What follows belongs to an exercise in optimizing a design on an open flow for small area, a short achievable clock period and few clock cycles per item; a production flow would make more cautious choices.
At most, simulation tests tie the RTL to the original design; equivalence was not proved.
The RTL of runs 3 to 5 was laid out without a check of its function.
Power is estimated from default activity; no workload was simulated.

==> flow/design.v, too long to show whole: its modules and the start of the top module <==
// module mtdtmf_seq: 221 lines
// module mtdtmf_mul_lo: 314 lines
// module mtdtmf_mul_hi: 160 lines
// module multitap_dtmf_tone_generator: 209 lines
module multitap_dtmf_tone_generator (
	input  logic        clk,
	input  logic        arst_n,
	input  logic        s_tvalid,
	output logic        s_tready,
	input  logic [7:0]  s_tdata,    
	input  logic        s_tuser,    
	output logic        m_tvalid,
	input  logic        m_tready,
	output logic [23:0] m_tdata,    
	output logic        m_tlast,    
	input  logic        cfg_valid,
	output logic        cfg_ready,
	input  logic [2:0]  cfg_index,
	input  logic [63:0] cfg_data
);
  // ...
==> flow/run.sh <==
#!/bin/bash
# synth_recipe.tcl (not shown) runs the flow's synth.tcl, then flattens the netlist and writes it again
# the make line also repeats each setting of config.mk as NAME=value (left out here)
make -C /OpenROAD-flow-scripts/flow DESIGN_CONFIG=/design/flow/config.mk WORK_HOME=/design/flow/orfs CLKGATE_MAP_FILE= SYNTH_SCRIPT=/design/flow/synth_recipe.tcl finish
==> flow/config.mk <==
export PLATFORM = sky130hd
export DESIGN_NAME = multitap_dtmf_tone_generator
export DESIGN_NICKNAME = multitap_dtmf_tone_generator
export VERILOG_FILES = /design/flow/design.v
export SDC_FILE = /design/flow/constraint.sdc
export NUM_CORES = 4
export LEC_CHECK = 0
export ABC_AREA = 1
export CAP_MARGIN = 20
export CORE_MARGIN = 2
export CORE_UTILIZATION = 60
export SETUP_SLACK_MARGIN = 4.8
export SLEW_MARGIN = 20
export TNS_END_PERCENT = 5
==> flow/constraint.sdc <==
create_clock -name core_clock -period 9.0 [get_ports {clk}]
set_input_delay 1.8000 -clock core_clock [delete_from_list [all_inputs] [get_ports {clk}]]
set_output_delay 1.8000 -clock core_clock [all_outputs]
set_load 0.01 [all_outputs]
==> impl_metrics.tcl, run 1 <==
set metrics [dict create \
    outcome "timing/DRC/antenna clean" \
    ys.flop_type "dfxtp_1" \
    buffers_excl_clock 144 \
    num_vias 24350 \
    initial_core_util 0.6053 \
    cp_data_arrival_time_ps 4770 \
    top_regs "high_steps_q x64, low_steps_q x48" \
    ys_seq_elements 376 \
    fp.dieH_um 222.8 \
    reg2reg_slack_ps 4580 \
    setup_viol 0 \
    cts-hold-fix-buffers 0 \
    tns_ps 0 \
    critPathKind "flip-flop to flip-flop" \
    busiest_layer "met2" \
    drc 0 \
    synth-edff-count 177 \
    fp.dieW_um 222.8 \
    cp.depth 18 \
    top_register "high_steps_q" \
    grt_pass1_vias 24380 \
    cts-buffers-inserted 43 \
    largestClassByArea "multi-input combinational cells" \
    place_congestion 0.9031 \
    power_density_mw_per_mm2 382.2 \
    synthTopCellsByArea "edfxtp_1 19%, fa_1 15%, dfxtp_1 13%, nand2_1 8.2%, inv_1 7.9%" \
    route.top_layer_used "met4" \
    yosys.area_share.simple 0.1801 \
    power.internal_mw 6.353 \
    cts_resized 23 \
    critPathBufInv 3 \
    crit_top_cell "fa_1" \
    crit_required_ps 9350 \
    r2r-end "sample_q[15]$_DFFE_PN_" \
    critPathLaunch "sh4[2]$_DFFE_PN_" \
    crit_path_max_incr_delay_ps 550 \
    core_area_mm2 0.04745 \
]
Testbench counts, summed over its fixed seeds: cycles 76,989, items 76,773.
==> inputs of run 2 (changes only) <==
--- a/flow/config.mk
+++ b/flow/config.mk
@@ -9,6 +9,7 @@
 export CAP_MARGIN = 20
 export CORE_MARGIN = 2
 export CORE_UTILIZATION = 60
+export PLACE_DENSITY = 0.75
 export SETUP_SLACK_MARGIN = 4.8
 export SLEW_MARGIN = 20
 export TNS_END_PERCENT = 5
==> run 2 against run 1 <==
  * Sequential power fell by 2%
  * Synthesized cell count stayed put
  * Final cell count grew 0.49%
  * Critical path depth decreased by 2
  * Via count hardly changed
  * Register-to-register slack lost 80 ps
  * Wire length increased by 0.92%
  * Sequential share of layout area shrank 0.26 points
  * Clock power up 5%
  * Cell area rose by 0.95%
  * Die area did not move
  * Clock-buffer cell count is 2 higher
  * Highest routed layer unchanged
==> impl_metrics.tcl, run 2 <==
set metrics [dict create \
    rsz0062_at_grt "yes" \
    cts-buffers-inserted 43 \
    diodes 0 \
    fmax_mhz 222.4 \
    ys.flop_type "dfxtp_1" \
    top_register "high_steps_q" \
    crit_path_end_kind "flip-flop" \
    fillerInstances 3873 \
    avgSynthCellArea_um2 7.997 \
    grt.overflow.total 0 \
    synth_seq_area_share 0.3254 \
    netlist.area_leader.share 0.1851 \
    place_congestion 0.9354 \
    hold_viol 0 \
    final_common_cell "nand2_1" \
    power.leakage_nw 15.64 \
    drv_slew 0 \
    synth-edff-count 177 \
    ant_nets 0 \
    hold_slack_ps 418.2 \
    initial_core_util 0.6053 \
    synthTopCellsByArea "edfxtp_1 19%, fa_1 15%, dfxtp_1 13%, nand2_1 8.2%, inv_1 7.9%" \
    synth_area_leader_cell "edfxtp_1" \
    place_area_mm2 0.03030 \
    drc 0 \
    synthToLayoutAreaGrowth_pct 12.00 \
    tritoncts "built" \
    synthCells 3591 \
    clock_sinks 376 \
    grt_use_total 0.3130 \
    final_cell_mix "624 x nand2_1, 605 x inv_1, 371 x nor2_1, 298 x o21ai_0, 230 x a21oi_1" \
    avgViaCountPerCell 5.671 \
    holdPathStages 0 \
    power_density_mw_per_mm2 389.0 \
    largest_reg_flops 64 \
    drt_wl_total_um 77560 \
    worstRegToRegCells 16 \
    cp_max_fo 5 \
    antenna_found_initial 1 \
    relSlewSlack 0.3128 \
    period_share 0.4995 \
    grt_pass1_vias 24050 \
    crit_required_ps 9360 \
    start_kind "flip-flop" \
    cp_data_arrival_time_ps 4850 \
    top_regs "high_steps_q x64, low_steps_q x48" \
    setup_viol 0 \
    cts_max_path_buffers 3 \
    io_pins 109 \
    outcome "timing/DRC/antenna clean" \
    peakVddDrop_mv 0.2592 \
    synth_common_cells "630 x nand2_1, 607 x inv_1, 376 x nor2_1" \
    place_hpwl_um 56140 \
    hp-class "flip-flop to flip-flop" \
    ys_seq_elements 376 \
    cts-hold-fix-buffers 0 \
    finalPower_mw 12.51 \
    fp.dieH_um 222.8 \
    r2r-end "sample_q[14]$_DFFE_PN_" \
    worst_pin_slew_ps 1031 \
    critPathKind "flip-flop to flip-flop" \
    reg2reg_slack_ps 4500 \
    ys_types 62 \
    synth_warnings 2 \
    fin_nets 4100 \
    min_to "act3$_DFFE_PN_" \
    rr_startpoint "sh4[2]$_DFFE_PN_" \
    h-tree-depth 2 \
    fin_worst_skew_ps 23.41 \
    drt-pass1-iter-count 6 \
    core_area_mm2 0.04745 \
    clk_pin_slew_ps 60 \
    row_count 80 \
    min_period_ps 4496 \
    grt_max_degree 116 \
    synth_most_common_cell "nand2_1" \
    ys_async_sr_fraction 0.02394 \
    grt_first_pass_wirelength_um 124800 \
    worstSkewPairLatency_ps 610 \
    final_layout_size_suffix_gt1_frac 0.07537 \
    tns_ps 0 \
    initialDrtViolationCount 2511 \
    root_buffer "clkbuf_16" \
    holdCritStartpoint "act2$_DFFE_PN_" \
    fp.dieArea_mm2 0.04963 \
    drv_cap 0 \
    stdcell_area_mm2 0.03216 \
    wl_per_cell_um 18.08 \
    syn_area_mm2 0.02872 \
    num_vias 24330 \
    port_buffers 102 \
    fp.dieW_um 222.8 \
]
-- run 2: cell counts after synthesis --
No cell type changed its count.
-- run 2: worst max-delay path by stage --
stage | start | endpoint | slack, ps | cells after the start
3_5_place_dp | amplitude_q[7]$_SDFFE_PN0P_ | sample_q[16]$_DFFE_PN_ | 4150 | 16
5_1_grt | sh4[2]$_DFFE_PN_ | sample_q[16]$_DFFE_PN_ | 4350 | 18
3_3_place_gp | amplitude_q[3]$_SDFFE_PN0P_ | sample_q[16]$_DFFE_PN_ | 4380 | 16
6_report | sh4[2]$_DFFE_PN_ | sample_q[14]$_DFFE_PN_ | 4500 | 16
2_1_floorplan | amplitude_q[4]$_SDFFE_PN0P_ | sample_q[16]$_DFFE_PN_ | 4770 | 18
4_1_cts | sh4[2]$_DFFE_PN_ | sample_q[15]$_DFFE_PN_ | 4630 | 18
-- run 2: worst max-delay path, stage by stage, from the launching register on --
cell	delay [ps]
edfxtp_1	420
buf_6	160
nand2_1	60
inv_1	50
fa_1	470
fa_2	570
fa_1	440
fa_1	570
ha_4	220
a21o_1	180
a21o_1	210
a21o_1	220
a21oi_2	250
o21ai_2	110
nand3_2	80
nand2_1	80
xor2_1	160
-- run 2: repair_timing --
item                       CTS  global route
pin swaps                   10            29
resized for setup           28            27
gates cloned                 0             0
setup endpoints to repair   27           108
setup buffers               16            12
-- run 2: routing by layer --
metal	vias to the layer above	global-route usage	part of all wire
met1	11630	0.4247	0.43
li1	11620	-	-
met5	-	0	0
met3	150	0.03822	0.065
met4	0	0.09526	0.028
met2	939	0.5270	0.48
-- run 2: kinds of logic (layout without fill, tap and decap cells) --
family                   count (synthesis)  count (layout)  share of synthesized area
adder cells (fa/ha/maj)                379             379                     0.2208
XOR/XNOR                                82              82                    0.02553
other                                    2               6                  0.0002615
flip-flops                             376             376                     0.3254
buffers and inverters                  796             876                     0.1057
AO/OA/AOI/OAI                          719             719                     0.1422
AND/OR/NAND/NOR                       1237            1237                     0.1801
-- run 2: cell type report --
| cell class | count | area, µm² | share of cell area |
|---|---|---|---|
| Clock buffer | 62 | 1260 | 0.03917 |
| Clock inverter | 18 | 219.0 | 0.006807 |
| Inverter | 633 | 2386 | 0.07418 |
| Multi-Input combinational cell | 2423 | 16650 | 0.5178 |
| Sequential cell | 376 | 9380 | 0.2916 |
| Tap cell | 615 | 769.5 | 0.02392 |
| Timing Repair Buffer | 163 | 1495 | 0.04649 |
-- run 2: power by group --
| group | internal [mW] | switching, mW | leakage [nW] |
|---|---|---|---|
| combinational | 2.91 | 4.76 | 11.5 |
| sequential | 2.59 | 0.419 | 3.46 |
| clock | 1.05 | 0.775 | 0.719 |
| total | 6.55 | 5.96 | 15.6 |
-- run 2: metrics by stage --
stage | util | worst slack, ps | cells
floorplan | - | 4771 | 3595
global placement | 0.6386 | 4381 | 4182
detailed placement | 0.6386 | 4148 | 4182
CTS | 0.6737 | 4635 | 4278
finish | 0.6779 | 4504 | 4290
global route | 0.6779 | 4352 | 4290
==> module mtdtmf_seq, before the edit <==
module mtdtmf_seq (
	input  logic        clk,
	input  logic        arst_n,
	input  logic        fire,
	input  logic        action,
	input  logic [7:0]  char_code,
	input  logic [47:0] low_steps,
	input  logic [63:0] high_steps,
	input  logic [15:0] tone_last,     
	input  logic [15:0] short_last,    
	input  logic        short_zero,    
	input  logic [15:0] letter_last,   
	input  logic        letter_zero,   
	output logic        res_tone,      
	output logic [14:0] res_lo_val,    
	output logic        res_lo_neg,
	output logic [14:0] res_hi_val,
	output logic        res_hi_neg,
	output logic        res_active,
	output logic        res_done,
	output logic        res_rejected
);
	localparam logic [1:0] KIND_IDLE   = 2'd0;
	localparam logic [1:0] KIND_TONE   = 2'd1;
	localparam logic [1:0] KIND_SHORT  = 2'd2;
	localparam logic [1:0] KIND_LETTER = 2'd3;
	logic [1:0]  kind_q, kind_d;
	logic [3:0]  key_q, key_d;
	logic [2:0]  presses_q, presses_d;
	logic [15:0] count_q, count_d;
	logic [15:0] low_phase_q, low_phase_d;
	logic [15:0] high_phase_q, high_phase_d;
	logic [3:0]  map_key;
	logic [2:0]  map_presses;
	logic [1:0]  lo_sel, hi_sel;
	logic [15:0] lo_step, hi_step;
	logic [15:0] count_inc;
	logic [15:0] seg_last;
	logic        seg_end;
	logic [2:0]  presses_dec;
	logic [6:0]  lo_idx, hi_idx;
	always_comb begin
		map_key     = 4'd0;
		map_presses = 3'd0;
		if (char_code >= "1" && char_code <= "9") begin
			map_key     = 4'(char_code - "1");
			map_presses = 3'd1;
		end else if (char_code == "0") begin
			map_key     = 4'd10;
			map_presses = 3'd1;
		end else if (char_code >= "a" && char_code <= "c") begin
			map_key     = 4'd1;
			map_presses = 3'(char_code - "a" + 8'd2);
		end else if (char_code >= "d" && char_code <= "f") begin
			map_key     = 4'd2;
			map_presses = 3'(char_code - "d" + 8'd2);
		end else if (char_code >= "g" && char_code <= "i") begin
			map_key     = 4'd3;
			map_presses = 3'(char_code - "g" + 8'd2);
		end else if (char_code >= "j" && char_code <= "l") begin
			map_key     = 4'd4;
			map_presses = 3'(char_code - "j" + 8'd2);
		end else if (char_code >= "m" && char_code <= "o") begin
			map_key     = 4'd5;
			map_presses = 3'(char_code - "m" + 8'd2);
		end else if (char_code >= "p" && char_code <= "r") begin
			map_key     = 4'd6;
			map_presses = 3'(char_code - "p" + 8'd2);
		end else if (char_code == "s") begin
			map_key     = 4'd6;
			map_presses = 3'd5;
		end else if (char_code >= "t" && char_code <= "v") begin
			map_key     = 4'd7;
			map_presses = 3'(char_code - "t" + 8'd2);
		end else if (char_code >= "w" && char_code <= "y") begin
			map_key     = 4'd8;
			map_presses = 3'(char_code - "w" + 8'd2);
		end else if (char_code == "z") begin
			map_key     = 4'd8;
			map_presses = 3'd5;
		end else if (char_code == ".") begin
			map_key     = 4'd9;
			map_presses = 3'd2;
		end else if (char_code == "!") begin
			map_key     = 4'd9;
			map_presses = 3'd3;
		end else if (char_code == "?") begin
			map_key     = 4'd9;
			map_presses = 3'd4;
		end else if (char_code == "#") begin
			map_key     = 4'd9;
			map_presses = 3'd1;
		end else if (char_code == " ") begin
			map_key     = 4'd10;
			map_presses = 3'd2;
		end
	end
	always_comb begin
		case (key_q)
			4'd0:    begin lo_sel = 2'd0; hi_sel = 2'd0; end
			4'd1:    begin lo_sel = 2'd1; hi_sel = 2'd0; end
			4'd2:    begin lo_sel = 2'd2; hi_sel = 2'd0; end
			4'd3:    begin lo_sel = 2'd0; hi_sel = 2'd1; end
			4'd4:    begin lo_sel = 2'd1; hi_sel = 2'd1; end
			4'd5:    begin lo_sel = 2'd2; hi_sel = 2'd1; end
			4'd6:    begin lo_sel = 2'd0; hi_sel = 2'd2; end
			4'd7:    begin lo_sel = 2'd1; hi_sel = 2'd2; end
			4'd8:    begin lo_sel = 2'd2; hi_sel = 2'd2; end
			4'd9:    begin lo_sel = 2'd0; hi_sel = 2'd3; end
			4'd10:   begin lo_sel = 2'd1; hi_sel = 2'd3; end
			default: begin lo_sel = 2'bxx; hi_sel = 2'bxx; end
		endcase
	end
	assign lo_step = (lo_sel == 2'd0) ? low_steps[15:0] : (lo_sel == 2'd1) ? low_steps[31:16] : low_steps[47:32];
	assign hi_step = high_steps[{hi_sel, 4'b0000} +: 16];
	assign count_inc   = count_q + 16'd1;
	assign presses_dec = presses_q - 3'd1;
	always_comb begin
		case (kind_q)
			KIND_SHORT:  seg_last = short_last;
			KIND_LETTER: seg_last = letter_last;
			default:     seg_last = tone_last;
		endcase
	end
	assign seg_end = (count_q >= seg_last);
	assign res_tone    = action && (kind_q == KIND_TONE);
	assign lo_idx      = mtdtmf_pkg::sine_idx(low_phase_q[14:8]);
	assign hi_idx      = mtdtmf_pkg::sine_idx(high_phase_q[14:8]);
	assign res_lo_neg  = low_phase_q[15];
	assign res_hi_neg  = high_phase_q[15];
	assign res_lo_val  = mtdtmf_pkg::sine_q(lo_idx) ^ {15{res_lo_neg}};
	assign res_hi_val  = mtdtmf_pkg::sine_q(hi_idx) ^ {15{res_hi_neg}};
	always_comb begin
		kind_d       = kind_q;
		key_d        = key_q;
		presses_d    = presses_q;
		count_d      = count_q;
		low_phase_d  = low_phase_q;
		high_phase_d = high_phase_q;
		res_active   = 1'b0;
		res_done     = 1'b0;
		res_rejected = 1'b0;
		if (!action) begin
			if (kind_q != KIND_IDLE || map_presses == 3'd0) begin
				res_rejected = 1'b1;
				res_active   = (kind_q != KIND_IDLE);
			end else begin
				key_d        = map_key;
				presses_d    = map_presses;
				kind_d       = KIND_TONE;
				count_d      = '0;
				low_phase_d  = '0;
				high_phase_d = '0;
				res_active   = 1'b1;
			end
		end else begin
			case (kind_q)
				KIND_TONE: begin
					res_active   = 1'b1;
					low_phase_d  = low_phase_q + lo_step;
					high_phase_d = high_phase_q + hi_step;
					count_d      = count_inc;
					if (seg_end) begin
						presses_d = presses_dec;
						count_d   = '0;
						if (presses_dec != 3'd0) begin
							if (short_zero) begin
								low_phase_d  = '0;
								high_phase_d = '0;
							end else begin
								kind_d = KIND_SHORT;
							end
						end else if (letter_zero) begin
							kind_d   = KIND_IDLE;
							res_done = 1'b1;
						end else begin
							kind_d = KIND_LETTER;
						end
					end
				end
				KIND_SHORT: begin
					res_active = 1'b1;
					count_d    = count_inc;
					if (seg_end) begin
						kind_d       = KIND_TONE;
						count_d      = '0;
						low_phase_d  = '0;
						high_phase_d = '0;
					end
				end
				KIND_LETTER: begin
					res_active = 1'b1;
					count_d    = count_inc;
					if (seg_end) begin
						kind_d   = KIND_IDLE;
						count_d  = '0;
						res_done = 1'b1;
					end
				end
				default: begin
				end
			endcase
		end
	end
	always_ff @(posedge clk or negedge arst_n) begin
		if (!arst_n) begin
			kind_q <= KIND_IDLE;
		end else if (fire) begin
			kind_q <= kind_d;
		end
	end
	always_ff @(posedge clk) begin
		if (fire) begin
			key_q        <= key_d;
			presses_q    <= presses_d;
			count_q      <= count_d;
			low_phase_q  <= low_phase_d;
			high_phase_q <= high_phase_d;
		end
	end
endmodule
==> inputs of run 3 (changes only) <==
--- a/flow/design.v
+++ b/flow/design.v
@@ -120,7 +120,7 @@
 	logic [1:0]  lo_sel, hi_sel;
 	logic [15:0] lo_step, hi_step;
 	logic [15:0] count_inc;
-	logic [15:0] seg_last;
+	logic [15:0] seg_last, seg_last_q;
 	logic        seg_end;
 	logic [2:0]  presses_dec;
 	logic [6:0]  lo_idx, hi_idx;
@@ -201,13 +201,16 @@
 	assign count_inc   = count_q + 16'd1;
 	assign presses_dec = presses_q - 3'd1;
 	always_comb begin
-		case (kind_q)
+		case (fire ? kind_d : kind_q)
 			KIND_SHORT:  seg_last = short_last;
 			KIND_LETTER: seg_last = letter_last;
 			default:     seg_last = tone_last;
 		endcase
 	end
-	assign seg_end = (count_q >= seg_last);
+	always_ff @(posedge clk) begin
+		seg_last_q <= seg_last;
+	end
+	assign seg_end = (count_q >= seg_last_q);
 	assign res_tone    = action && (kind_q == KIND_TONE);
 	assign lo_idx      = mtdtmf_pkg::sine_idx(low_phase_q[14:8]);
 	assign hi_idx      = mtdtmf_pkg::sine_idx(high_phase_q[14:8]);
--- a/flow/config.mk
+++ b/flow/config.mk
@@ -8,8 +8,7 @@
 export ABC_AREA = 1
 export CAP_MARGIN = 20
 export CORE_MARGIN = 2
-export CORE_UTILIZATION = 60
-export PLACE_DENSITY = 0.75
-export SETUP_SLACK_MARGIN = 4.8
+export CORE_UTILIZATION = 50
+export SETUP_SLACK_MARGIN = 5.0
 export SLEW_MARGIN = 20
 export TNS_END_PERCENT = 5
==> run 3 against run 2 <==
  * Flip-flop and latch count is 16 higher
  * Via count up 1.3%
  * Register-to-register slack lost 140 ps
  * Clock-buffer cell count fell by 5
  * Non-clock buffer count decreased by 2
  * Global-route usage fell by 4.3 points
  * Sequential share of layout area grew 0.44 points
  * Maximum frequency is 3.1% lower
  * Utilization fell by 11 points
  * Clock power grew 2%
  * Synthesized cell count grew 3.0%
  * Worst setup slack worse by 140 ps
==> impl_metrics.tcl, run 3 <==
set metrics [dict create \
    route.top_layer_used "met4" \
    fp.dieW_um 245.8 \
    port_buffers 102 \
    syn_area_mm2 0.02924 \
    power_density_mw_per_mm2 373.9 \
    wl_per_cell_um 17.77 \
    rsz0062_at_grt "yes" \
    largest_reg_flops 64 \
    grt_max_degree 127 \
    fmax_mhz 215.5 \
    power.leakage_nw 15.92 \
    dpl.cell_count 4442 \
    grt_first_pass_wirelength_um 129800 \
    ys.flop_type "dfxtp_1" \
    crit_required_ps 9350 \
    h-tree-depth 2 \
    ys_types 66 \
    min_period_ps 4641 \
    final_layout_size_suffix_gt1_frac 0.05901 \
    start_kind "flip-flop" \
    drt-pass1-iter-count 6 \
    synthToLayoutAreaGrowth_pct 11.85 \
    ys_seq_elements 392 \
    cp_max_fo 18 \
    drv_cap 0 \
    layout.cells.non_filler 4544 \
    num_vias 24640 \
    core_area_mm2 0.05781 \
    synthTopCellsByArea "edfxtp_1 18%, fa_1 15%, dfxtp_1 14%, nand2_1 8.4%, inv_1 8.1%" \
    holdCritStartpoint "act4$_DFFE_PN_" \
    fillerInstances 5325 \
    crit_path_end_kind "flip-flop" \
    grt.overflow.total 0 \
    wl_met3_um 5313 \
    fp.dieArea_mm2 0.06043 \
    hold_slack_ps 418.8 \
    diodes 0 \
    avgSynthCellArea_um2 7.906 \
    dp_slack_ps 3982 \
    row_count 88 \
    place_hpwl_um 58240 \
    final_util 0.5658 \
    drt_wl_total_um 80750 \
    wl_met2_um 36550 \
    fp.dieH_um 245.8 \
    synth_area_leader_cell "edfxtp_1" \
    initial_core_util 0.5058 \
    hold_viol 0 \
    r2r-end "sample_q[10]$_DFFE_PN_" \
    synth_warnings 2 \
    relSlewSlack 0.2715 \
    top_regs "high_steps_q x64, low_steps_q x48" \
    synth_most_common_cell "nand2_1" \
    drc 0 \
    avgViaCountPerCell 5.423 \
    final_cell_mix "654 x nand2_1, 627 x inv_1, 409 x nor2_1, 327 x o21ai_0, 215 x a21oi_1" \
    min_to "act_q$_DFFE_PN_" \
    reg2reg_slack_ps 4360 \
    antenna_found_initial 0 \
    critPathKind "flip-flop to flip-flop" \
    tns_ps 0 \
    multi_input_area_mm2 0.01663 \
    setup_viol 0 \
    ys_async_sr_fraction 0.02296 \
    seq_area_mm2 0.009681 \
    worst_slack_ps 4359 \
    drv_slew 0 \
    top_register "high_steps_q" \
    holdPathStages 0 \
    initialDrtViolationCount 2131 \
    worstRegToRegCells 21 \
    synthCells 3698 \
    rr_startpoint "amplitude_q[2]$_SDFFE_PN0P_" \
    grt_pass1_vias 24330 \
    synth_common_cells "656 x nand2_1, 631 x inv_1, 413 x nor2_1" \
    hp-class "flip-flop to flip-flop" \
    worst_pin_slew_ps 1093 \
    cp_data_arrival_time_ps 4990 \
    tritoncts "built" \
    io_pins 109 \
    cts_max_path_buffers 3 \
    place_congestion 0.9162 \
    ant_nets 0 \
    period_share 0.5156 \
    fin_worst_skew_ps 25.15 \
    wl_met1_um 36540 \
    final_common_cell "nand2_1" \
    fin_nets 4204 \
    root_buffer "clkbuf_16" \
    outcome "timing/DRC/antenna clean" \
    cts-buffers-inserted 44 \
    clock_sinks 392 \
    netlist.area_leader.share 0.1818 \
    grt_use_total 0.2695 \
    peakVddDrop_mv 0.2867 \
    synth_seq_area_share 0.3306 \
    worstSkewPairLatency_ps 600 \
    clk_pin_slew_ps 60 \
    synth-edff-count 177 \
]
run 3: changes by cell type after synthesis, sizes merged, moves of 17 or more:
cell	change
nand3	+32
nor2	+31
nand4	+25
o21ai	+25
inv	+17
nand2	+17
run 3: layout make-up:
type	count	share of cell area
multi-input combinational	2489	0.5085
sequential	392	0.2960
inverter	654	0.07560
timing repair buffer	161	0.04469
clock buffer	57	0.03807
tap	765	0.02927
clock inverter	24	0.007613
timing repair inverter	2	0.0003061
run 3: critical path: stages, from the launching register on:
cell and delay, ps:
dfxtp_4 490, nand2_1 80, inv_1 90, fa_2 450, fa_2 550, fa_2 440
fa_2 550, ha_4 200, nand2_1 110, nor2_2 60, a21oi_2 170, inv_1 70
a21oi_2 150, inv_1 70, a21oi_2 160, o21ai_2 90, nand2_1 80, nand2_2 90
a21oi_4 210, inv_1 70, a21oi_2 130, xnor2_1 80
run 3: repair_timing:
item                       in CTS  in global routing
cloned                          0                  2
setup endpoints to repair      39                195
setup buffers                   7                 12
gates resized for setup         9                 22
hold buffers                    0                  0
pin swaps                       1                 13
run 3: worst max path at each step:
stage / startpoint / endpoint / slack [ps] / cells after the start
after floorplan: sh4[2]$_DFFE_PN_ / sample_q[10]$_DFFE_PN_ / 4450 / 22
after global placement: amplitude_q[3]$_SDFFE_PN0P_ / sample_q[10]$_DFFE_PN_ / 4010 / 21
after detailed placement: amplitude_q[3]$_SDFFE_PN0P_ / sample_q[10]$_DFFE_PN_ / 3980 / 21
after CTS: sh4[2]$_DFFE_PN_ / sample_q[10]$_DFFE_PN_ / 4360 / 21
after global routing: sh4[3]$_DFFE_PN_ / sample_q[10]$_DFFE_PN_ / 4110 / 21
final: amplitude_q[2]$_SDFFE_PN0P_ / sample_q[10]$_DFFE_PN_ / 4360 / 21
run 3: through the flow:
step	cell area, µm²	total power, mW
finish	32700	12.23
global route	32700	13.28
CTS	32520	11.99
detailed placement	30950	10.03
global placement	30950	9.952
floorplan	29390	8.118
run 3: power by group:
part	leakage, nW	switching [mW]	internal [mW]
combinational	11.6	4.62	2.69
clock	0.728	0.783	1.08
sequential	3.59	0.387	2.68
run 3: per-layer routing:
| metal | GRT usage | up-vias |
|---|---|---|
| met5 | 0 | - |
| met2 | 0.4268 | 877 |
| li1 | - | 11920 |
| met1 | 0.3856 | 11690 |
| met4 | 0.08467 | 0 |
| met3 | 0.03219 | 154 |
run 3: cell families after synthesis:
kind of cell | Yosys count | synth area share
and+or+nand+nor | 1321 | 0.1867
buffers and inverters | 821 | 0.1078
muxes | 1 | 0.0003424
adders and majority gates | 379 | 0.2169
AOI/OAI and AO/OA | 695 | 0.1309
DFF | 392 | 0.3306
xor gates and xnor gates | 87 | 0.02657
other | 2 | 0.0002569
==> inputs of run 4 (changes only) <==
--- a/flow/design.v
+++ b/flow/design.v
@@ -82,6 +82,14 @@
 	function automatic logic [6:0] sine_idx(input logic [6:0] addr);
 		sine_idx = addr[6] ? (7'd64 - {1'b0, addr[5:0]}) : {1'b0, addr[5:0]};
 	endfunction
+	function automatic logic [15:0] add16(input logic [15:0] a, input logic [15:0] b);
+		logic [8:0] lo;
+		logic [7:0] hi0, hi1;
+		lo    = {1'b0, a[7:0]} + {1'b0, b[7:0]};
+		hi0   = a[15:8] + b[15:8];
+		hi1   = a[15:8] + b[15:8] + 8'd1;
+		add16 = {lo[8] ? hi1 : hi0, lo[7:0]};
+	endfunction
 endpackage
 module mtdtmf_seq (
 	input  logic        clk,
@@ -110,14 +118,16 @@
 	localparam logic [1:0] KIND_SHORT  = 2'd2;
 	localparam logic [1:0] KIND_LETTER = 2'd3;
 	logic [1:0]  kind_q, kind_d;
-	logic [3:0]  key_q, key_d;
+	logic [2:0]  lo_oh_q, lo_oh_d;    
+	logic [3:0]  hi_oh_q, hi_oh_d;    
 	logic [2:0]  presses_q, presses_d;
 	logic [15:0] count_q, count_d;
 	logic [15:0] low_phase_q, low_phase_d;
 	logic [15:0] high_phase_q, high_phase_d;
 	logic [3:0]  map_key;
 	logic [2:0]  map_presses;
-	logic [1:0]  lo_sel, hi_sel;
+	logic [2:0]  map_lo_oh;
+	logic [3:0]  map_hi_oh;
 	logic [15:0] lo_step, hi_step;
 	logic [15:0] count_inc;
 	logic [15:0] seg_last, seg_last_q;
@@ -181,23 +191,24 @@
 		end
 	end
 	always_comb begin
-		case (key_q)
-			4'd0:    begin lo_sel = 2'd0; hi_sel = 2'd0; end
-			4'd1:    begin lo_sel = 2'd1; hi_sel = 2'd0; end
-			4'd2:    begin lo_sel = 2'd2; hi_sel = 2'd0; end
-			4'd3:    begin lo_sel = 2'd0; hi_sel = 2'd1; end
-			4'd4:    begin lo_sel = 2'd1; hi_sel = 2'd1; end
-			4'd5:    begin lo_sel = 2'd2; hi_sel = 2'd1; end
-			4'd6:    begin lo_sel = 2'd0; hi_sel = 2'd2; end
-			4'd7:    begin lo_sel = 2'd1; hi_sel = 2'd2; end
-			4'd8:    begin lo_sel = 2'd2; hi_sel = 2'd2; end
-			4'd9:    begin lo_sel = 2'd0; hi_sel = 2'd3; end
-			4'd10:   begin lo_sel = 2'd1; hi_sel = 2'd3; end
-			default: begin lo_sel = 2'bxx; hi_sel = 2'bxx; end
+		case (map_key)
+			4'd0:    begin map_lo_oh = 3'b001; map_hi_oh = 4'b0001; end
+			4'd1:    begin map_lo_oh = 3'b010; map_hi_oh = 4'b0001; end
+			4'd2:    begin map_lo_oh = 3'b100; map_hi_oh = 4'b0001; end
+			4'd3:    begin map_lo_oh = 3'b001; map_hi_oh = 4'b0010; end
+			4'd4:    begin map_lo_oh = 3'b010; map_hi_oh = 4'b0010; end
+			4'd5:    begin map_lo_oh = 3'b100; map_hi_oh = 4'b0010; end
+			4'd6:    begin map_lo_oh = 3'b001; map_hi_oh = 4'b0100; end
+			4'd7:    begin map_lo_oh = 3'b010; map_hi_oh = 4'b0100; end
+			4'd8:    begin map_lo_oh = 3'b100; map_hi_oh = 4'b0100; end
+			4'd9:    begin map_lo_oh = 3'b001; map_hi_oh = 4'b1000; end
+			default: begin map_lo_oh = 3'b010; map_hi_oh = 4'b1000; end
 		endcase
 	end
-	assign lo_step = (lo_sel == 2'd0) ? low_steps[15:0] : (lo_sel == 2'd1) ? low_steps[31:16] : low_steps[47:32];
-	assign hi_step = high_steps[{hi_sel, 4'b0000} +: 16];
+	assign lo_step = ({16{lo_oh_q[0]}} & low_steps[15:0]) | ({16{lo_oh_q[1]}} & low_steps[31:16])
+		| ({16{lo_oh_q[2]}} & low_steps[47:32]);
+	assign hi_step = ({16{hi_oh_q[0]}} & high_steps[15:0]) | ({16{hi_oh_q[1]}} & high_steps[31:16])
+		| ({16{hi_oh_q[2]}} & high_steps[47:32]) | ({16{hi_oh_q[3]}} & high_steps[63:48]);
 	assign count_inc   = count_q + 16'd1;
 	assign presses_dec = presses_q - 3'd1;
 	always_comb begin
@@ -220,7 +231,8 @@
 	assign res_hi_val  = mtdtmf_pkg::sine_q(hi_idx) ^ {15{res_hi_neg}};
 	always_comb begin
 		kind_d       = kind_q;
-		key_d        = key_q;
+		lo_oh_d      = lo_oh_q;
+		hi_oh_d      = hi_oh_q;
 		presses_d    = presses_q;
 		count_d      = count_q;
 		low_phase_d  = low_phase_q;
@@ -233,7 +245,8 @@
 				res_rejected = 1'b1;
 				res_active   = (kind_q != KIND_IDLE);
 			end else begin
-				key_d        = map_key;
+				lo_oh_d      = map_lo_oh;
+				hi_oh_d      = map_hi_oh;
 				presses_d    = map_presses;
 				kind_d       = KIND_TONE;
 				count_d      = '0;
@@ -245,8 +258,8 @@
 			case (kind_q)
 				KIND_TONE: begin
 					res_active   = 1'b1;
-					low_phase_d  = low_phase_q + lo_step;
-					high_phase_d = high_phase_q + hi_step;
+					low_phase_d  = mtdtmf_pkg::add16(low_phase_q, lo_step);
+					high_phase_d = mtdtmf_pkg::add16(high_phase_q, hi_step);
 					count_d      = count_inc;
 					if (seg_end) begin
 						presses_d = presses_dec;
@@ -299,7 +312,8 @@
 	end
 	always_ff @(posedge clk) begin
 		if (fire) begin
-			key_q        <= key_d;
+			lo_oh_q      <= lo_oh_d;
+			hi_oh_q      <= hi_oh_d;
 			presses_q    <= presses_d;
 			count_q      <= count_d;
 			low_phase_q  <= low_phase_d;
==> run 4 against run 3 <==
  * Die area grew 0.33%
  * Sequential power down 2%
  * First-iteration DRC count rose by 2.7%
  * Area after synthesis is 0.34% higher
  * Largest power group unchanged
  * Synthesized cell count shrank 0.54%
  * Final cell count is 0.22% lower
  * Wire length is 1.5% higher
==> impl_metrics.tcl, run 4 <==
set metrics [dict create \
    drt_wl_total_um 81940 \
    netlist.area_leader.share 0.1842 \
    clock_sinks 391 \
    top_register "high_steps_q" \
    grt_pass1_vias 24380 \
    hp-class "flip-flop to flip-flop" \
    cp_cell_sequence "nand2_1, inv_2, fa_1, fa_1, fa_1, fa_1, ha_4, a21oi_4, o21ai_2, a21oi_2, inv_1, a21oi_2, inv_2, a21oi_4, o21ai_2, a21o_1, nand3_2, nand2_2, a21oi_2, xor2_1" \
    avgSynthCellArea_um2 7.977 \
    synth_area_leader_cell "edfxtp_1" \
    power_density_mw_per_mm2 335.0 \
    start_kind "flip-flop" \
    drc 0 \
    grt_use_total 0.2734 \
    crit_slowest_cell "fa_1" \
    synth_seq_area_share 0.3298 \
    synthTopCellsByArea "edfxtp_1 18%, fa_1 15%, dfxtp_1 14%, nand2_1 9.5%, inv_1 7.7%" \
    largest_reg_flops 64 \
    final_common_cell "nand2_1" \
    outcome "timing/DRC/antenna clean" \
    cts_max_path_buffers 3 \
    setup_viol 0 \
    fillerInstances 5338 \
    core_area_mm2 0.05781 \
    synthCells 3678 \
    row_count 88 \
    num_vias 24590 \
    ys_seq_elements 391 \
    io_pins 109 \
    grt_max_degree 128 \
    multi_input_area_mm2 0.01689 \
    fin_worst_skew_ps 27.30 \
    clk_pin_slew_ps 60 \
    power.leakage_nw 15.95 \
    top_regs "high_steps_q x64, low_steps_q x48" \
    cts-buffers-inserted 46 \
    ant_nets 0 \
    drv_slew 0 \
    wl_per_cell_um 18.07 \
    fmax_mhz 211.2 \
    drv_cap 0 \
    place_hpwl_um 58850 \
    crit_path_max_incr_delay_ps 580 \
    crit_required_ps 9430 \
    initial_core_util 0.5075 \
    rsz0062_at_grt "yes" \
    crit_top_cell "fa_1" \
    ys_types 71 \
    h-tree-depth 2 \
    fp.dieW_um 246.2 \
    period_share 0.5260 \
    relSlewSlack 0.2893 \
    cp_max_fo 4 \
    fin_nets 4191 \
    fp.dieArea_mm2 0.06063 \
    cts-hold-fix-buffers 0 \
    root_buffer "clkbuf_16" \
    fp.dieH_um 246.2 \
    avgViaCountPerCell 5.422 \
    final_cell_mix "741 x nand2_1, 594 x inv_1, 355 x nor2_1, 292 x o21ai_0, 211 x fa_1" \
    ys_async_sr_fraction 0.02302 \
    synth-edff-count 180 \
    ys.flop_type "dfxtp_1" \
    peakVddDrop_mv 0.3341 \
    synth_common_cells "745 x nand2_1, 598 x inv_1, 359 x nor2_1" \
    tritoncts "built" \
    hold_viol 0 \
    seq_area_mm2 0.009691 \
    crit_path_end_kind "flip-flop" \
    synth_warnings 2 \
    worstSkewPairLatency_ps 600 \
    cp_data_arrival_time_ps 5160 \
    grt.overflow.total 0 \
    place_congestion 0.9149 \
    synthToLayoutAreaGrowth_pct 12.35 \
    final_layout_size_suffix_gt1_frac 0.06984 \
    drt-pass1-iter-count 6 \
    tns_ps 0 \
    grt_first_pass_wirelength_um 131100 \
    final_util 0.5702 \
    port_buffers 102 \
    min_period_ps 4734 \
    antenna_found_initial 3 \
    worst_pin_slew_ps 1056 \
    critPathKind "flip-flop to flip-flop" \
    initialDrtViolationCount 2189 \
    syn_area_mm2 0.02934 \
    synth_most_common_cell "nand2_1" \
]
## run 4: changes by cell type after synthesis, sizes merged, moves of 9 or more
cell | before | now
nand2 | 668 | 761
nor2 | 416 | 367
o21ai | 340 | 304
inv | 645 | 614
o22ai | 19 | 3
nand3 | 119 | 133
a211oi | 20 | 7
nand4 | 39 | 48
## run 4: worst paths after layout
| kind | startpoint | end | slack (ps) | cells past startpoint |
|---|---|---|---|---|
| worst max-delay path | sh4[2]$_DFFE_PN_ | sample_q[14]$_DFFE_PN_ | 4270 | 20 |
| worst min-delay path | done4$_DFFE_PN_ | done_q$_DFFE_PN_ | 410 | 0 |
| worst max register to register | sh4[2]$_DFFE_PN_ | sample_q[14]$_DFFE_PN_ | 4270 | 20 |
| worst min register to register | done4$_DFFE_PN_ | done_q$_DFFE_PN_ | 410 | 0 |
| max in group asynchronous | arst_n | in_ready$_DFFE_PN1P_ | 7590 | 1 |
| min in group asynchronous | arst_n | skid_v$_DFFE_PN0P_ | 1100 | 1 |
## run 4: what timing repair did
item                                   CTS  global route
resized for setup                       10            30
setup buffers                            9            20
endpoints found under the hold margin    0             0
pin swaps                                8            21
gates cloned                             0             1
setup endpoints to repair               33           115
## run 4: per-layer routing
| metal | track usage | up-vias | routed length (µm) |
|---|---|---|---|
| met5 | 0 | - | 0 |
| met4 | 0.07094 | 0 | 1904 |
| met3 | 0.03638 | 114 | 4989 |
| met2 | 0.4590 | 800 | 39270 |
| met1 | 0.3718 | 11820 | 35780 |
| li1 | - | 11850 | - |
## run 4: power breakdown
part	leakage (nW)	total, mW	internal (mW)	switching (mW)
logic	11.6	6.17	2.35	3.82
clock network	0.756	1.88	1.08	0.798
registers	3.58	2.99	2.61	0.384
total	16.0	11.0	6.03	5.01
## run 4: kinds of logic after synthesis
| group | after synthesis | share of synthesized area |
|---|---|---|
| flops | 391 | 0.3298 |
| fa+ha+maj | 381 | 0.2175 |
| xor+xnor | 96 | 0.02866 |
| other cells | 2 | 0.0002560 |
| mux | 1 | 0.0003412 |
| simple gates | 1390 | 0.2021 |
| buf+inv | 788 | 0.1033 |
| compound gates | 629 | 0.1180 |
## run 4: cell type report
type,count,share of cell area
Multi-Input combinational cell,2503,0.5124
Sequential cell,391,0.2940
Inverter,617,0.07057
Timing Repair Buffer,169,0.04700
Clock buffer,64,0.04073
Tap cell,765,0.02904
Clock inverter,21,0.005770
Timing Repair inverter,1,0.0002278
Antenna cell,3,0.0002278
## run 4: metrics by stage
stage | std cells | area, µm² | hold WS, ps | worst slack, ps | total power [mW]
4_1_cts | 4509 | 32630 | 412.0 | 4416 | 10.62
5_1_grt | 4534 | 32960 | 417.8 | 4107 | 11.93
3_5_place_dp | 4415 | 31010 | 405.6 | 3924 | 8.651
3_3_place_gp | 4415 | 31010 | 402.4 | 4008 | 8.578
2_1_floorplan | 3682 | 29480 | 400.3 | 4478 | 7.057
6_report | 4534 | 32960 | 412.2 | 4266 | 11.04
## run 4: worst max-delay path: cells and delay by family, from the launching register on
kind,cells,cell delay [ps]
adders and majority gates,5,2320
AOI/OAI and AO/OA,8,1110
DFF,1,500
and+or+nand+nor,3,270
xor gates and xnor gates,1,190
buffers and inverters,3,180
==> inputs of run 5 (changes only) <==
--- a/flow/config.mk
+++ b/flow/config.mk
@@ -9,6 +9,6 @@
 export CAP_MARGIN = 20
 export CORE_MARGIN = 2
 export CORE_UTILIZATION = 50
-export SETUP_SLACK_MARGIN = 5.0
+export SETUP_SLACK_MARGIN = 4.8
 export SLEW_MARGIN = 20
 export TNS_END_PERCENT = 5
==> run 5 against run 4 <==
  * Register-to-register slack improved by 40 ps
  * First-iteration DRC count increased by 2.8%
  * Synthesized cell count did not move
  * Via count barely moved
  * Combinational power is 4.4% lower
  * Clock skew is 2.3 ps lower
  * Final cell count shrank 0.20%
  * Die area is the same
==> impl_metrics.tcl, run 5 <==
set metrics [dict create \
    initial_core_util 0.5075 \
    hp-class "flip-flop to flip-flop" \
    critPathKind "flip-flop to flip-flop" \
    initialDrtViolationCount 2250 \
    fin_worst_skew_ps 24.99 \
    syn_area_mm2 0.02934 \
    crit_required_ps 9430 \
    fp.dieW_um 246.2 \
    port_buffers 102 \
    start_kind "flip-flop" \
    ant_nets 0 \
    route.top_layer_used "met4" \
    wl_per_cell_um 18.04 \
    wl_met1_um 35490 \
    synthToLayoutAreaGrowth_pct 11.74 \
    clock_sinks 391 \
    relSlewSlack 0.2820 \
    synthTopCellsByArea "edfxtp_1 18%, fa_1 15%, dfxtp_1 14%, nand2_1 9.5%, inv_1 7.7%" \
    min_period_ps 4694 \
    grt.overflow.total 0 \
    tritoncts "built" \
    netlist.area_leader.share 0.1842 \
    fmax_mhz 213.0 \
    wl_met2_um 38910 \
    tns_ps 0 \
    drt_wl_total_um 81620 \
    fp.dieArea_mm2 0.06063 \
    final_common_cell "nand2_1" \
    place_hpwl_um 58850 \
    fp.dieH_um 246.2 \
    worstSkewPairLatency_ps 600 \
    power.leakage_nw 15.91 \
    synth_common_cells "745 x nand2_1, 598 x inv_1, 359 x nor2_1" \
    wl_met3_um 5309 \
    io_pins 109 \
    core_area_mm2 0.05781 \
    cp_top_family "adder cells" \
    synth_seq_area_share 0.3298 \
    fillerInstances 5354 \
    crit_path_max_incr_delay_ps 580 \
    top_regs "high_steps_q x64, low_steps_q x48" \
    grt_max_degree 128 \
    cts-buffers-inserted 46 \
    drv_slew 0 \
    cp_max_fo 4 \
    avgViaCountPerCell 5.436 \
    root_buffer "clkbuf_16" \
    avgSynthCellArea_um2 7.977 \
    critPathBufInv 3 \
    final_cell_mix "743 x nand2_1, 595 x inv_1, 355 x nor2_1, 294 x o21ai_0" \
    top_register "high_steps_q" \
    ys_async_sr_fraction 0.02302 \
    place_congestion 0.9149 \
    antenna_found_initial 3 \
    outcome "timing/DRC/antenna clean" \
    drc 0 \
    cp_cell_sequence "nand2_1, inv_2, fa_1, fa_1, fa_1, fa_1, ha_4, a21oi_4, o21ai_2, a21oi_2, inv_1, a21oi_2, inv_2, a21oi_4, o21ai_2, a21o_1, nand3_2, nand2_2, a21oi_2, xor2_1" \
    synth_area_leader_cell "edfxtp_1" \
    rsz0062_at_grt "yes" \
    cts-hold-fix-buffers 0 \
    worst_pin_slew_ps 1067 \
    final_layout_size_suffix_gt1_frac 0.06361 \
    crit_path_end_kind "flip-flop" \
    grt_first_pass_wirelength_um 131100 \
    grt_pass1_vias 24380 \
    crit_slowest_cell "fa_1" \
    row_count 88 \
    crit_top_cell "fa_1" \
    h-tree-depth 2 \
    cp_data_arrival_time_ps 5130 \
    ys_types 71 \
    drt-pass1-iter-count 6 \
    synth-edff-count 180 \
    grt_use_total 0.2734 \
    setup_viol 0 \
    fin_nets 4182 \
    finalPower_mw 10.77 \
    largest_reg_flops 64 \
    period_share 0.5216 \
    clk_pin_slew_ps 60 \
    synth_most_common_cell "nand2_1" \
    power_density_mw_per_mm2 328.5 \
    ys.flop_type "dfxtp_1" \
    peakVddDrop_mv 0.3219 \
    num_vias 24600 \
    cts_max_path_buffers 3 \
    synth_warnings 2 \
    synthCells 3678 \
    ys_seq_elements 391 \
    drv_cap 0 \
    hold_viol 0 \
]
run 5: cell count changes in the layout (fill, tap and decap cells not counted), sizes merged:
| cell | delta |
|---|---|
| inv | +1 |
| clkinvlp | -2 |
| buf | -8 |
run 5: metal layers:
metal  up-vias  global-route usage
li1      11850                   -
met1     11780              0.3718
met2       851              0.4590
met3       120             0.03638
met4         0             0.07094
met5         -                   0
run 5: final cells by class:
| cell class | count | area (µm²) | area share |
|---|---|---|---|
| multi-input cells | 2503 | 16790 | 0.5122 |
| clock buffers | 64 | 1343 | 0.04095 |
| repair buffers | 161 | 1481 | 0.04519 |
| clock inverters | 21 | 190.2 | 0.005801 |
| diodes | 3 | 7.507 | 0.0002290 |
| inverters | 617 | 2322 | 0.07084 |
| well taps | 765 | 957.2 | 0.02920 |
| flip-flops and latches | 391 | 9691 | 0.2956 |
run 5: worst paths after layout:
| path | startpoint | endpoint | cells after the start | slack, ps |
|---|---|---|---|---|
| worst max-delay path | sh4[2]$_DFFE_PN_ | sample_q[14]$_DFFE_PN_ | 20 | 4310 |
| worst min-delay path | done4$_DFFE_PN_ | done_q$_DFFE_PN_ | 0 | 410 |
| worst max register to register | sh4[2]$_DFFE_PN_ | sample_q[14]$_DFFE_PN_ | 20 | 4310 |
| worst min register to register | done4$_DFFE_PN_ | done_q$_DFFE_PN_ | 0 | 410 |
| max in group asynchronous | arst_n | in_ready$_DFFE_PN1P_ | 1 | 7580 |
| min in group asynchronous | arst_n | skid_v$_DFFE_PN0P_ | 1 | 1110 |
run 5: timing repair:
| item | CTS | global route |
|---|---|---|
| gates resized for setup | 10 | 6 |
| endpoints found under the setup margin | 15 | 43 |
| setup buffers | 9 | 12 |
| pin swaps | 8 | 12 |
run 5: worst reg2reg max path, delay by kind of cell, from the launching register on:
family	cells	cell delay, ps
buffers and inverters	3	180
and+or+nand+nor	3	250
adders and majority gates	5	2330
xor gates and xnor gates	1	180
DFF	1	490
AOI/OAI and AO/OA	8	1120
run 5: cell families after synthesis:
group,Yosys count,share of synthesized area
AO/OA/AOI/OAI,629,0.1180
XOR/XNOR,96,0.02866
adder cells (fa/ha/maj),381,0.2175
buffers and inverters,788,0.1033
flip-flops,391,0.3298
multiplexers,1,0.0003412
other,2,0.0002560
AND/OR/NAND/NOR,1390,0.2021
run 5: report_power, final:
group / internal (mW) / switching (mW)
logic: 2.19 / 3.72
clock network: 1.08 / 0.797
registers: 2.61 / 0.382
run 5: metrics by stage:
stage / hold slack, ps / util / worst slack [ps] / instance area, µm² / std cells
global placement: 402.4 / 0.5365 / 4008 / 31010 / 4415
CTS: 412.0 / 0.5645 / 4416 / 32630 / 4509
floorplan: 400.3 / - / 4478 / 29480 / 3682
global route: 417.8 / 0.5671 / 4125 / 32780 / 4525
finish: 411.6 / 0.5671 / 4306 / 32780 / 4525
detailed placement: 405.6 / 0.5365 / 3924 / 31010 / 4415

[afterwards: timing with drivers on the ports]
Ports are ideal in the flow. The routed layouts listed here were re-timed in OpenROAD. Step 1 sets driving cells, clkbuf_16 on the clock port and buf_2 on the other inputs (assumed; they add their load-dependent delay and slew). Step 2, shift: input delay + t, output delay - t, t = (earliest + latest rising clock arrival at the registers) / 2. This alone moves slack from input paths to output paths. Slacks: ideal / step 1 / step 2; pairs: ideal / step 1.
| run | shift t [ns] | slack for setup (ns) | worst setup path at the end | slew at the worst register clock pin (ns) |
|---|---|---|---|---|
| run 1 | 0.634 | 4.580 / 4.580 / 4.489 | input to register | 0.07 / 0.07 |
| run 2 | 0.651 | 4.504 / 4.504 / 4.499 | input to register | 0.07 / 0.07 |
| run 3 | 0.653 | 4.359 / 4.359 / 4.359 | register to register | 0.06 / 0.06 |
| run 4 | 0.653 | 4.266 / 4.266 / 4.266 | register to register | 0.07 / 0.07 |
| run 5 | 0.652 | 4.306 / 4.306 / 4.306 | register to register | 0.07 / 0.07 |
After both steps every run listed still meets setup and hold. The setup slack of run 1, which loses most, moves by 0.000 ns with the drivers and by -0.091 ns with both steps.
